From an optimization exercise on the open Yosys and OpenROAD flow, aimed at small area, a short achievable clock period and few clock cycles per item; shortcuts taken in it are not production practice. The RTL was checked by simulation tests, not by an equivalence proof against the original design.

==> branch nickel <==
==> flow/design.v <==
module mc_alu #(
    parameter int unsigned WIDTH = 64,
    parameter int unsigned CNT_W = $clog2(WIDTH + 1)
) (
    input  logic             clk,
    input  logic             rst,
    input  logic             in_valid,
    output logic             in_ready,
    input  logic [3:0]       ctl,
    input  logic [WIDTH-1:0] a,
    input  logic [WIDTH-1:0] b,
    output logic             out_valid,
    input  logic             out_ready,
    output logic [WIDTH-1:0] out,
    output logic             zero,
    output logic             carry,
    output logic             dz
);
    localparam int DW = 74;    
    function automatic logic [6:0] lzc64(input logic [63:0] v);
        logic [63:0] c1;    
        logic [47:0] c2;    
        logic [31:0] c3;    
        logic [19:0] c4;    
        logic [11:0] c5;    
        logic [31:0] z1;
        logic [15:0] z2;
        logic [7:0]  z3;
        logic [3:0]  z4;
        logic [1:0]  z5;
        for (int i = 0; i < 32; i++) begin
            z1[i] = ~(v[2*i+1] | v[2*i]);
            c1[2*i +: 2] = v[2*i+1] ? 2'd0 : (v[2*i] ? 2'd1 : 2'd2);
        end
        for (int i = 0; i < 16; i++) begin
            z2[i] = z1[2*i+1] & z1[2*i];
            c2[3*i +: 3] = z1[2*i+1] ? {1'b0, c1[2*(2*i) +: 2]} + 3'd2 : {1'b0, c1[2*(2*i+1) +: 2]};
        end
        for (int i = 0; i < 8; i++) begin
            z3[i] = z2[2*i+1] & z2[2*i];
            c3[4*i +: 4] = z2[2*i+1] ? {1'b0, c2[3*(2*i) +: 3]} + 4'd4 : {1'b0, c2[3*(2*i+1) +: 3]};
        end
        for (int i = 0; i < 4; i++) begin
            z4[i] = z3[2*i+1] & z3[2*i];
            c4[5*i +: 5] = z3[2*i+1] ? {1'b0, c3[4*(2*i) +: 4]} + 5'd8 : {1'b0, c3[4*(2*i+1) +: 4]};
        end
        for (int i = 0; i < 2; i++) begin
            z5[i] = z4[2*i+1] & z4[2*i];
            c5[6*i +: 6] = z4[2*i+1] ? {1'b0, c4[5*(2*i) +: 5]} + 6'd16 : {1'b0, c4[5*(2*i+1) +: 5]};
        end
        lzc64 = z5[1] ? {1'b0, c5[5:0]} + 7'd32 : {1'b0, c5[11:6]};
    endfunction
    logic             s2_valid;    
    logic             ov_q;        
    logic             first;       
    logic [6:0]       cnt;
    logic             o_add, o_sub, o_mul, o_div, o_rem, o_log, o_shl, o_shr, o_dz;
    logic             lx, ln, ls, lc;  
    logic [63:0]      X, Y, L, H;
    logic             carry_q, dz_q;
    logic [3:0]  op;
    logic        b_zero, b_big;
    logic [2:0]  nch_a, nch_b;
    logic        mswap;
    logic [63:0] mplier, malign;
    logic [6:0]  lza, lzb, s_div;
    always_comb begin
        op = ctl;
        if (ctl == 4'd0 || ctl > 4'd11) op = 4'd1;
    end
    function automatic logic [2:0] nchunks(input logic [63:0] v);
        if (|v[63:48])      nchunks = 3'd4;
        else if (|v[47:32]) nchunks = 3'd3;
        else if (|v[31:16]) nchunks = 3'd2;
        else                nchunks = 3'd1;
    endfunction
    always_comb begin
        b_zero = (b == '0);
        b_big  = |b[63:6];
        nch_a  = nchunks(a);
        nch_b  = nchunks(b);
        mswap  = (nch_b < nch_a);             
        mplier = mswap ? b : a;
        case (mswap ? nch_b : nch_a)
            3'd1:    malign = {mplier[15:0], 48'd0};
            3'd2:    malign = {mplier[31:0], 32'd0};
            3'd3:    malign = {mplier[47:0], 16'd0};
            default: malign = mplier;
        endcase
        lza   = lzc64(a);
        lzb   = lzc64(b);
        s_div = (lzb >= lza) ? (lzb - lza + 7'd1) : 7'd0;
    end
    logic        L_free, step, last, done, accept;
    logic [3:0]    b_one, b_two, b_neg;       
    logic [3:0]    bn_one, bn_two, bn_neg;    
    logic [DW-1:0] xe, pp0, pp1, pp2, pp3, in1, s1, c1, s2, c2, cs_s, cs_c, T;
    logic [63:0]   msrc, Y_d;
    logic [64:0]   rsh;
    logic          ge, ovf;
    logic [63:0]   H_next;
    function automatic logic [DW-1:0] booth_pp(input logic one, input logic two, input logic neg,
                                               input logic [DW-1:0] x);
        booth_pp = (({DW{one}} & x) | ({DW{two}} & {x[DW-2:0], 1'b0})) ^ {DW{neg}};
    endfunction
    always_comb begin
        xe  = {{(DW-64){1'b0}}, X};
        pp0 = booth_pp(b_one[0], b_two[0], b_neg[0], xe);
        pp1 = booth_pp(b_one[1], b_two[1], b_neg[1], xe);
        pp2 = booth_pp(b_one[2], b_two[2], b_neg[2], xe);
        pp3 = booth_pp(b_one[3], b_two[3], b_neg[3], xe);
        pp1 = {pp1[DW-3:0], 2'b00};
        pp2 = {pp2[DW-5:0], 4'b0000};
        pp3 = {pp3[DW-7:0], 6'b000000};
        msrc = first ? (X & {64{Y[63]}}) : L;
        rsh  = {H, L[63]};
        if (o_mul)      in1 = {2'b00, msrc, 1'b0, b_neg[3], 1'b0, b_neg[2], 1'b0, b_neg[1], 2'b00};
        else if (o_div) in1 = {9'd0, rsh};
        else            in1 = {10'd0, Y};
        s1   = pp3 ^ pp2 ^ pp1;
        c1   = {((pp3 & pp2) | (pp3 & pp1) | (pp2 & pp1)), 1'b0};
        s2   = s1 ^ c1 ^ pp0;
        c2   = {((s1 & c1) | (s1 & pp0) | (c1 & pp0)), 1'b0};
        cs_s = s2 ^ c2 ^ in1;
        cs_c = {((s2 & c2) | (s2 & in1) | (c2 & in1)), b_neg[0]};
        T    = cs_s + cs_c;
        ge     = ~T[DW-1];
        ovf    = |T[DW-1:64];
        H_next = ge ? T[63:0] : rsh[63:0];
    end
    logic [6:0]  m_amt, t_amt;
    logic [5:0]  r_amt;
    logic [63:0] rot, msk, rot_lo, rot_hi, lres, res1, lmaj;
    always_comb begin
        m_amt = o_div ? cnt : {1'b0, X[5:0]};
        r_amt = o_shl ? (6'd0 - X[5:0]) : m_amt[5:0];
        t_amt = o_shl ? {1'b0, X[5:0]} : (7'd64 - m_amt);
        rot   = Y;
        for (int k = 0; k < 6; k++)
            if (r_amt[k]) rot = (rot >> (1 << k)) | (rot << (64 - (1 << k)));
        for (int i = 0; i < 64; i++) msk[i] = (7'(i) < t_amt);
        rot_lo = rot & msk;
        rot_hi = rot & ~msk;
        lmaj = in1[63:0] & pp0[63:0];
        lres = ({64{ls}} & cs_s[63:0]) | ({64{lc}} & lmaj);
        if (o_add)      res1 = T[63:0];
        else if (o_shl) res1 = rot_hi;
        else if (o_shr) res1 = rot_lo;
        else            res1 = lres;
    end
    always_comb begin
        if (o_mul)      last = (cnt == 7'd1);
        else if (o_div) last = first ? (cnt == 7'd0) : (cnt == 7'd1);
        else            last = 1'b1;
        L_free   = ~ov_q | out_ready;
        step     = s2_valid & L_free;
        done     = step & last;
        in_ready = ~s2_valid | done;
        accept   = in_valid & in_ready;
    end
    always_ff @(posedge clk or posedge rst) begin
        if (rst) begin
            s2_valid <= 1'b0;
            ov_q     <= 1'b0;
        end else begin
            s2_valid <= accept | (s2_valid & ~done);
            ov_q     <= done | (ov_q & ~out_ready);
        end
    end
    always_ff @(posedge clk) begin
        if (accept) begin
            o_add <= (op == 4'd1) || (op == 4'd2);
            o_sub <= (op == 4'd2);
            o_mul <= (op == 4'd3);
            o_div <= (op == 4'd6 || op == 4'd11) && !b_zero;
            o_rem <= (op == 4'd11);
            o_shl <= (op == 4'd4) && !b_big;
            o_shr <= (op == 4'd5) && !b_big;
            o_dz  <= (op == 4'd6 || op == 4'd11) && b_zero;
            o_log <= !((op == 4'd1) || (op == 4'd2) || (op == 4'd3) || ((op == 4'd6 || op == 4'd11) && !b_zero) ||
                       ((op == 4'd4 || op == 4'd5) && !b_big));
            case (op)
                4'd6:    {lx, ln, ls, lc} <= 4'b0111;    
                4'd7:    {lx, ln, ls, lc} <= 4'b0110;    
                4'd8:    {lx, ln, ls, lc} <= 4'b1001;    
                4'd9:    {lx, ln, ls, lc} <= 4'b1011;    
                4'd10:   {lx, ln, ls, lc} <= 4'b1010;    
                4'd11:   {lx, ln, ls, lc} <= 4'b0010;    
                default: {lx, ln, ls, lc} <= 4'b0000;    
            endcase
            first <= 1'b1;
            if (op == 4'd3) begin
                X   <= mswap ? a : b;
                cnt <= {3'b000, (mswap ? nch_b : nch_a), 1'b0};
            end else begin
                X   <= b;
                cnt <= s_div;
            end
        end else if (step) begin
            first <= 1'b0;
            if (o_mul) begin
                cnt <= cnt - 7'd1;
            end else if (o_div && !first) begin
                cnt <= cnt - 7'd1;
            end
        end
    end
    logic n_mul, n_sub;
    always_comb begin
        if (accept)                Y_d = (op == 4'd3) ? malign : a;
        else if (step && o_mul)    Y_d = {Y[55:0], 8'd0};
        else                       Y_d = Y;
        n_mul = accept ? (op == 4'd3) : o_mul;
        for (int j = 0; j < 4; j++) begin
            bn_one[j] = Y_d[56+2*j] ^ Y_d[55+2*j];
            bn_two[j] = (Y_d[57+2*j] & ~Y_d[56+2*j] & ~Y_d[55+2*j]) |
                        (~Y_d[57+2*j] & Y_d[56+2*j] & Y_d[55+2*j]);
            bn_neg[j] = Y_d[57+2*j] & ~(Y_d[56+2*j] & Y_d[55+2*j]);
        end
        if (!n_mul) begin
            bn_one = '0; bn_two = '0; bn_neg = '0;
            if (accept) begin
                bn_one[0] = (op == 4'd1) || (op == 4'd2) || (op == 4'd6 && !b_zero) ||
                            (op == 4'd11 && !b_zero) || (op == 4'd8) || (op == 4'd9) || (op == 4'd10);
                bn_neg[0] = (op == 4'd2) || (op == 4'd6) || (op == 4'd11 && !b_zero) || (op == 4'd7);
            end else begin
                bn_one[0] = b_one[0];
                bn_neg[0] = b_neg[0];
            end
        end
    end
    always_ff @(posedge clk) begin
        Y     <= Y_d;
        b_one <= bn_one;
        b_two <= bn_two;
        b_neg <= bn_neg;
    end
    always_ff @(posedge clk) begin
        if (step) begin
            if (o_mul) begin
                L       <= T[63:0];
                carry_q <= (carry_q & ~first) | ovf;
                dz_q    <= 1'b0;
            end else if (o_div) begin
                carry_q <= 1'b0;
                dz_q    <= 1'b0;
                if (first) begin
                    L <= (o_rem && cnt == 7'd0) ? rot_lo : rot_hi;
                end else begin
                    L <= (o_rem && cnt == 7'd1) ? H_next : {L[62:0], ge};
                end
            end else begin
                L       <= res1;
                carry_q <= o_add & T[64];
                dz_q    <= o_dz;
            end
        end
    end
    always_ff @(posedge clk) H <= (o_div & first) ? rot_lo : H_next;
    assign out_valid = ov_q;
    assign out       = L;
    assign zero      = (L == '0);
    assign carry     = carry_q;
    assign dz        = dz_q;
endmodule
==> flow/run.sh <==
#!/bin/bash
# synth_recipe.tcl (not shown) runs the flow's synth.tcl, then flattens the netlist and writes it again
# the make line also repeats each setting of config.mk as NAME=value (left out here)
make -C /OpenROAD-flow-scripts/flow DESIGN_CONFIG=/design/flow/config.mk WORK_HOME=/design/flow/orfs CLKGATE_MAP_FILE= SYNTH_SCRIPT=/design/flow/synth_recipe.tcl finish
==> flow/config.mk <==
export PLATFORM = sky130hd
export DESIGN_NAME = mc_alu
export DESIGN_NICKNAME = mc_alu
export VERILOG_FILES = /design/flow/design.v
export SDC_FILE = /design/flow/constraint.sdc
export NUM_CORES = 4
export LEC_CHECK = 0
export CAP_MARGIN = 20
export CORE_MARGIN = 2
export CORE_UTILIZATION = 40
export SLEW_MARGIN = 20
==> flow/constraint.sdc <==
create_clock -name core_clock -period 6.0 [get_ports {clk}]
set_input_delay 1.2000 -clock core_clock [delete_from_list [all_inputs] [get_ports {clk}]]
set_output_delay 1.2000 -clock core_clock [all_outputs]
set_load 0.01 [all_outputs]
==> inputs of branch pepper, as changes to branch nickel <==
--- a/flow/design.v
+++ b/flow/design.v
@@ -17,5 +17,5 @@
     output logic             dz
 );
-    localparam int DW = 74;    
+    localparam int DW = 70;    
     function automatic logic [6:0] lzc64(input logic [63:0] v);
         logic [63:0] c1;    
@@ -56,5 +56,5 @@
     logic [6:0]       cnt;
     logic             o_add, o_sub, o_mul, o_div, o_rem, o_log, o_shl, o_shr, o_dz;
-    logic             lx, ln, ls, lc;  
+    logic [3:0]       tt;          
     logic [63:0]      X, Y, L, H;
     logic             carry_q, dz_q;
@@ -93,35 +93,37 @@
     end
     logic        L_free, step, last, done, accept;
-    logic [3:0]    b_one, b_two, b_neg;       
-    logic [3:0]    bn_one, bn_two, bn_neg;    
-    logic [DW-1:0] xe, pp0, pp1, pp2, pp3, in1, s1, c1, s2, c2, cs_s, cs_c, T;
-    logic [63:0]   msrc, Y_d;
-    logic [64:0]   rsh;
-    logic          ge, ovf;
-    logic [63:0]   H_next;
-    function automatic logic [DW-1:0] booth_pp(input logic one, input logic two, input logic neg,
-                                               input logic [DW-1:0] x);
-        booth_pp = (({DW{one}} & x) | ({DW{two}} & {x[DW-2:0], 1'b0})) ^ {DW{neg}};
-    endfunction
-    always_comb begin
+    logic        one1, two1, neg1, one0, two0, neg0;
+    logic        m_one1, m_two1, m_neg1, m_one0, m_two0, m_neg0;
+    logic [DW-1:0] xe, pph, ppl, in1, cs_s, cs_c, T;
+    logic [63:0] msrc;
+    logic [64:0] rsh;
+    logic        ge, ovf;
+    logic [63:0] H_next;
+    always_comb begin
+        m_one1 = Y[62] ^ Y[61];
+        m_two1 = (Y[63] & ~Y[62] & ~Y[61]) | (~Y[63] & Y[62] & Y[61]);
+        m_neg1 = Y[63] & ~(Y[62] & Y[61]);
+        m_one0 = Y[60] ^ Y[59];
+        m_two0 = (Y[61] & ~Y[60] & ~Y[59]) | (~Y[61] & Y[60] & Y[59]);
+        m_neg0 = Y[61] & ~(Y[60] & Y[59]);
+        if (o_mul) begin
+            one1 = m_one1; two1 = m_two1; neg1 = m_neg1;
+            one0 = m_one0; two0 = m_two0; neg0 = m_neg0;
+        end else begin
+            one1 = 1'b0; two1 = 1'b0; neg1 = 1'b0;
+            one0 = 1'b1; two0 = 1'b0; neg0 = o_sub | o_div;
+        end
         xe  = {{(DW-64){1'b0}}, X};
-        pp0 = booth_pp(b_one[0], b_two[0], b_neg[0], xe);
-        pp1 = booth_pp(b_one[1], b_two[1], b_neg[1], xe);
-        pp2 = booth_pp(b_one[2], b_two[2], b_neg[2], xe);
-        pp3 = booth_pp(b_one[3], b_two[3], b_neg[3], xe);
-        pp1 = {pp1[DW-3:0], 2'b00};
-        pp2 = {pp2[DW-5:0], 4'b0000};
-        pp3 = {pp3[DW-7:0], 6'b000000};
+        pph = (({DW{one1}} & xe) | ({DW{two1}} & {xe[DW-2:0], 1'b0})) ^ {DW{neg1}};
+        pph = {pph[DW-3:0], 2'b00};
+        ppl = (({DW{one0}} & xe) | ({DW{two0}} & {xe[DW-2:0], 1'b0})) ^ {DW{neg0}};
         msrc = first ? (X & {64{Y[63]}}) : L;
         rsh  = {H, L[63]};
-        if (o_mul)      in1 = {2'b00, msrc, 1'b0, b_neg[3], 1'b0, b_neg[2], 1'b0, b_neg[1], 2'b00};
-        else if (o_div) in1 = {9'd0, rsh};
-        else            in1 = {10'd0, Y};
-        s1   = pp3 ^ pp2 ^ pp1;
-        c1   = {((pp3 & pp2) | (pp3 & pp1) | (pp2 & pp1)), 1'b0};
-        s2   = s1 ^ c1 ^ pp0;
-        c2   = {((s1 & c1) | (s1 & pp0) | (c1 & pp0)), 1'b0};
-        cs_s = s2 ^ c2 ^ in1;
-        cs_c = {((s2 & c2) | (s2 & in1) | (c2 & in1)), b_neg[0]};
+        if (o_mul)      in1 = {2'b00, msrc, 1'b0, neg1, 2'b00};
+        else if (o_div) in1 = {5'd0, rsh};
+        else            in1 = {6'd0, Y};
+        cs_s = in1 ^ pph ^ ppl;
+        cs_c = {((in1 & pph) | (in1 & ppl) | (pph & ppl)), neg0};
+        cs_c = cs_c[DW-1:0];
         T    = cs_s + cs_c;
         ge     = ~T[DW-1];
@@ -131,17 +133,14 @@
     logic [6:0]  m_amt, t_amt;
     logic [5:0]  r_amt;
-    logic [63:0] rot, msk, rot_lo, rot_hi, lres, res1, lmaj;
+    logic [63:0] rot, msk, rot_lo, rot_hi, lres, res1;
     always_comb begin
         m_amt = o_div ? cnt : {1'b0, X[5:0]};
         r_amt = o_shl ? (6'd0 - X[5:0]) : m_amt[5:0];
         t_amt = o_shl ? {1'b0, X[5:0]} : (7'd64 - m_amt);
-        rot   = Y;
-        for (int k = 0; k < 6; k++)
-            if (r_amt[k]) rot = (rot >> (1 << k)) | (rot << (64 - (1 << k)));
+        rot   = (Y >> r_amt) | (Y << (7'd64 - {1'b0, r_amt}));
         for (int i = 0; i < 64; i++) msk[i] = (7'(i) < t_amt);
         rot_lo = rot & msk;
         rot_hi = rot & ~msk;
-        lmaj = in1[63:0] & pp0[63:0];
-        lres = ({64{ls}} & cs_s[63:0]) | ({64{lc}} & lmaj);
+        for (int i = 0; i < 64; i++) lres[i] = tt[{X[i], Y[i]}];
         if (o_add)      res1 = T[63:0];
         else if (o_shl) res1 = rot_hi;
@@ -178,21 +177,21 @@
             o_shr <= (op == 4'd5) && !b_big;
             o_dz  <= (op == 4'd6 || op == 4'd11) && b_zero;
-            o_log <= !((op == 4'd1) || (op == 4'd2) || (op == 4'd3) || ((op == 4'd6 || op == 4'd11) && !b_zero) ||
-                       ((op == 4'd4 || op == 4'd5) && !b_big));
             case (op)
-                4'd6:    {lx, ln, ls, lc} <= 4'b0111;    
-                4'd7:    {lx, ln, ls, lc} <= 4'b0110;    
-                4'd8:    {lx, ln, ls, lc} <= 4'b1001;    
-                4'd9:    {lx, ln, ls, lc} <= 4'b1011;    
-                4'd10:   {lx, ln, ls, lc} <= 4'b1010;    
-                4'd11:   {lx, ln, ls, lc} <= 4'b0010;    
-                default: {lx, ln, ls, lc} <= 4'b0000;    
+                4'd6:    tt <= 4'b1111;    
+                4'd7:    tt <= 4'b0101;    
+                4'd8:    tt <= 4'b1000;    
+                4'd9:    tt <= 4'b1110;    
+                4'd10:   tt <= 4'b0110;    
+                4'd11:   tt <= 4'b1010;    
+                default: tt <= 4'b0000;    
             endcase
             first <= 1'b1;
             if (op == 4'd3) begin
                 X   <= mswap ? a : b;
-                cnt <= {3'b000, (mswap ? nch_b : nch_a), 1'b0};
+                Y   <= malign;
+                cnt <= {2'b00, (mswap ? nch_b : nch_a), 2'b00};
             end else begin
                 X   <= b;
+                Y   <= a;
                 cnt <= s_div;
             end
@@ -200,4 +199,5 @@
             first <= 1'b0;
             if (o_mul) begin
+                Y   <= {Y[59:0], 4'd0};
                 cnt <= cnt - 7'd1;
             end else if (o_div && !first) begin
@@ -205,34 +205,4 @@
             end
         end
-    end
-    logic n_mul, n_sub;
-    always_comb begin
-        if (accept)                Y_d = (op == 4'd3) ? malign : a;
-        else if (step && o_mul)    Y_d = {Y[55:0], 8'd0};
-        else                       Y_d = Y;
-        n_mul = accept ? (op == 4'd3) : o_mul;
-        for (int j = 0; j < 4; j++) begin
-            bn_one[j] = Y_d[56+2*j] ^ Y_d[55+2*j];
-            bn_two[j] = (Y_d[57+2*j] & ~Y_d[56+2*j] & ~Y_d[55+2*j]) |
-                        (~Y_d[57+2*j] & Y_d[56+2*j] & Y_d[55+2*j]);
-            bn_neg[j] = Y_d[57+2*j] & ~(Y_d[56+2*j] & Y_d[55+2*j]);
-        end
-        if (!n_mul) begin
-            bn_one = '0; bn_two = '0; bn_neg = '0;
-            if (accept) begin
-                bn_one[0] = (op == 4'd1) || (op == 4'd2) || (op == 4'd6 && !b_zero) ||
-                            (op == 4'd11 && !b_zero) || (op == 4'd8) || (op == 4'd9) || (op == 4'd10);
-                bn_neg[0] = (op == 4'd2) || (op == 4'd6) || (op == 4'd11 && !b_zero) || (op == 4'd7);
-            end else begin
-                bn_one[0] = b_one[0];
-                bn_neg[0] = b_neg[0];
-            end
-        end
-    end
-    always_ff @(posedge clk) begin
-        Y     <= Y_d;
-        b_one <= bn_one;
-        b_two <= bn_two;
-        b_neg <= bn_neg;
     end
     always_ff @(posedge clk) begin
@@ -246,6 +216,8 @@
                 dz_q    <= 1'b0;
                 if (first) begin
+                    H <= rot_lo;
                     L <= (o_rem && cnt == 7'd0) ? rot_lo : rot_hi;
                 end else begin
+                    H <= H_next;
                     L <= (o_rem && cnt == 7'd1) ? H_next : {L[62:0], ge};
                 end
@@ -257,5 +229,4 @@
         end
     end
-    always_ff @(posedge clk) H <= (o_div & first) ? rot_lo : H_next;
     assign out_valid = ov_q;
     assign out       = L;
==> notes <==
- Branch nickel finished with negative setup slack left. Branch pepper finished with timing, DRC and antenna clean.
- Hold slack: branch nickel is worse than branch pepper (0.0099 ns).
- Against branch nickel, the sequential cell count of branch pepper is lower by 9.
- Of branch nickel and branch pepper, branch nickel has the higher area after synthesis (gap about 6%, measured against branch pepper).
- Between branch nickel and branch pepper, the lower die area is in branch pepper (gap about 6%, measured against branch pepper).
- Of branch pepper and branch nickel, branch nickel has the higher critical path depth (gap 8).
==> figures <==
| item | branch pepper | branch nickel |
|---|---|---|
| Number of tapcells | 1357 | 1403 |
| Share of final-layout standard cells stronger than drive strength 1 | 0.181 | 0.285 |
| Count of flip-flops with a built-in enable after synthesis | 277 | 202 |
| Syn-to-layout area delta | 19.2% | 38.2% |
| Result of the run | complete, no violations | failed layout checks |
| Reasons for failing layout checks | - | negative setup slack |
| Net count after synthesis | 5181 | 5723 |
| Number of global-route vias before repair | 43000 | 48600 |
| Layout multi-input combinational cell count | 3944 | 4181 |
| Critical path buffers and inverters | 4 | 8 |
| Number of non-clock buffers | 771 | 1424 |
| Count of cell types in the netlist | 112 | 104 |
| DR WL met2 | 101000 µm | 113000 µm |
| Non-Filler Instances | 6618 | 7750 |
Testbench counts of branch nickel, summed over its fixed seeds: cycles 13,465, items 3,200.
Testbench counts of branch pepper, summed over its fixed seeds: cycles 17,447, items 3,200.

## port drivers added, routing unchanged
The flow's constraints put no driver on any port. The routed layouts listed below were extracted and timed again, unchanged, in two steps. Step 1, drivers: a clkbuf_16 drives clk and a buf_2 each remaining input, both assumed. Step 2 adds t to the input delays and takes it off the output delays; t is the mean of the earliest and latest rising clock arrival at the registers after step 1. Input paths then give back, and output paths get back, about the clock's delay inside the block. Three values: ideal, step 1, step 2; two values: the first two.
run | t, ns | slack for setup (ns) | latest minus earliest clock arrival (ns)
branch nickel | 0.703 | -0.215 / -0.215 / -0.766 | 0.031 / 0.031
branch pepper | 0.653 | 0.197 / 0.197 / 0.083 | 0.040 / 0.040
The setup slack of branch nickel, which loses most, moves by 0.000 ns with the drivers and by -0.551 ns with both steps.
